This is an optimization exercise on Yosys and OpenROAD, whose aim is small area, a short achievable clock period and few clock cycles per item, not a production implementation.
Only simulation tests tie the RTL to the original design; equivalence was not proved.
Power and IR drop assume default switching activity.

try-yarrow:
## ex_stage
module ex_stage (
    input  logic        clk,
    input  logic        rst,
    input  logic        id_ex_valid,
    input  logic [31:0] id_ex_pc,
    input  logic [31:0] id_ex_rs1_data,
    input  logic [31:0] id_ex_rs2_data,
    input  logic [31:0] id_ex_imm,
    input  logic        id_ex_alu_src,
    input  logic [3:0]  id_ex_alu_op,
    input  logic        id_ex_branch,
    input  logic [2:0]  id_ex_funct3,
    input  logic [4:0]  id_ex_rd,
    input  logic        id_ex_reg_write,
    input  logic        id_ex_mem_read,
    input  logic        id_ex_mem_write,
    input  logic        id_ex_mem_to_reg,
    input  logic [1:0]  forwardA,
    input  logic [1:0]  forwardB,
    input  logic [31:0] mem_wb_fwd_data,
    input  logic        mem_stall,
    input  logic        flush,
    output logic        ex_busy,
    output logic        ex_mem_valid,
    output logic        ex_mem_reg_write,
    output logic        ex_mem_mem_read,
    output logic        ex_mem_mem_write,
    output logic        ex_mem_mem_to_reg,
    output logic [31:0] ex_mem_alu_result,
    output logic [31:0] ex_mem_store_data,
    output logic [4:0]  ex_mem_rd,
    output logic        ex_mem_branch_taken,
    output logic [31:0] ex_mem_branch_target
  ...
For scale: ~180 flip-flops, about 0.027 sq mm of cells after synthesis.
clock: 18.0 ns
lec_check: 0
abc_area: 1
cap_margin: 20
core_margin: 2
core_utilization: 45
slew_margin: 30
standard.sh (not shown) runs the stock make flow with config.mk's settings and CLKGATE_MAP_FILE= SYNTH_SCRIPT=/design/flow/synth_recipe.tcl, a recipe that flattens the netlist after the stock synthesis.
==> flow/flow/run.sh <==
#!/bin/bash
# Standard synthesis, then the standard layout with timing repair aimed
# below the clock period (setup margin in flow/margin.txt), so the achieved
# period shrinks. Ports are buffered with buf_1 rather than the delay cell
# buffer_ports picks by default.
set -euo pipefail
MARGIN=$(cat flow/margin.txt)
bash standard.sh synth > synth.log 2>&1
bash standard.sh SETUP_SLACK_MARGIN=$MARGIN "BUFFER_PORTS_ARGS=-buffer_cell sky130_fd_sc_hd__buf_1" finish > layout.log 2>&1
==> flow/flow/margin.txt <==
10.1
Looking at the reports, try-yarrow completed the entire flow and the layout it produced met the timing, design-rule and antenna checks.
Testbench counts of try-yarrow, summed over its fixed seeds: cycles 25,557, instructions 16,000.
Edits applied to the flow inputs when going from try-yarrow to try-indigo:
Settings: changing CORE_UTILIZATION from 45 to 35.
==> flow/flow/margin.txt <==
10.4
==> results.txt <==
Sequential power was higher in try-indigo than in try-yarrow. Comparing try-yarrow and try-indigo, the lower final net count was measured on try-yarrow. Measured against each other, try-yarrow and try-indigo differ in relative contribution of combinational cells to total power, the lower figure coming from try-yarrow. Die width: try-indigo vs try-yarrow up 33 um. try-indigo vs try-yarrow: total non-filler cell area in the finished layout up by a little under 10%. | number of multi-input logic gates | try-indigo vs try-yarrow | ≈ equal |. In try-indigo relative to try-yarrow, post-cts sizing count had gone up by more than half. Worst slew margin relative to its limit (higher): try-yarrow. Final critical path time including I/O delays and setup delta for try-indigo relative to try-yarrow: 0.075 ns lower. Against try-yarrow, try-indigo comes in 7.1 points lower on global-route total usage across every layer.
Here is what was changed in the inputs of try-ember compared with try-indigo.
==> flow/flow/margin.txt <==
10.0
--- outcome ---
- Looking at setup slack across try-ember and try-indigo, the one that comes out lower is try-ember.
- try-ember reports a lower detailed-route wire length on metal 1 than try-indigo does.
- Number of standard cells in the final layout excluding fillers (try-ember vs. try-indigo) decreases by a few percent
- | worst stage delay on the critical path | try-ember vs try-indigo | 0.09 ns lower |
- From try-indigo to try-ember the numbers moved as follows: combinational power decreased about 15%; design area decreased about 8%; multi-input combinational area share increased 0.49 points.
- Compared with try-indigo, try-ember shows a overall routing resource usage that is 1.6 points lower.
- Between try-ember and try-indigo, the post-layout minimum cycle time is higher for try-ember.
- The higher combinational fraction of design power of try-ember and try-indigo is in try-indigo.
- As far as area share of fa/ha/maj cells after synthesis goes, try-indigo and try-ember are indistinguishable; the numbers are identical.
- A launching element of the worst setup path of forwardB[0] is what try-ember shows, while forwardB[1] belongs to try-indigo.
diff inputs: try-ember => try-willow
==> flow/flow/margin.txt <==
10.2
## What came out
Side by side, largest net degree at the start of global routing turned out lower in try-willow than in try-ember.
Multi-input gate share of total cell area in try-willow is 0.21 points higher than in try-ember
Compared with try-ember, try-willow shows largest stage delay on the critical path higher by 0.02 ns.
Critical path depth was higher in the run labelled try-ember.
Compared with try-ember, try-willow improves global-route wire length before repair.
Register fraction of the total cell area: try-willow vs try-ember down 0.22 points

what the ideal ports hide:
How much do the figures lean on ideal ports? The routed layouts below were timed once more, with nothing changed but the port constraints.
Step 1: set_driving_cell puts a clkbuf_16 on clk and a buf_2 on each other input, an assumption about the parent block.
Step 2 also shifts input and output timing later by t, the mid clock arrival at the registers, as if the neighbouring blocks saw the same clock.
Three values: no drivers, after step 1, after step 2; two values: the first two.
run | t, ns | slack for setup (ns) | worst setup path after step 2
try-yarrow | 0.551 | 10.095 / 10.105 / 9.554 | input to register
try-indigo | 0.544 | 10.171 / 10.182 / 9.638 | input to register
try-ember | 0.550 | 10.043 / 10.061 / 9.528 | input to register
try-willow | 0.560 | 10.153 / 10.194 / 9.634 | input to register
After both steps setup and hold are still met in every run listed. For try-yarrow, which loses most, drivers alone change the setup slack by +0.010 ns; drivers and shift together by -0.541 ns.
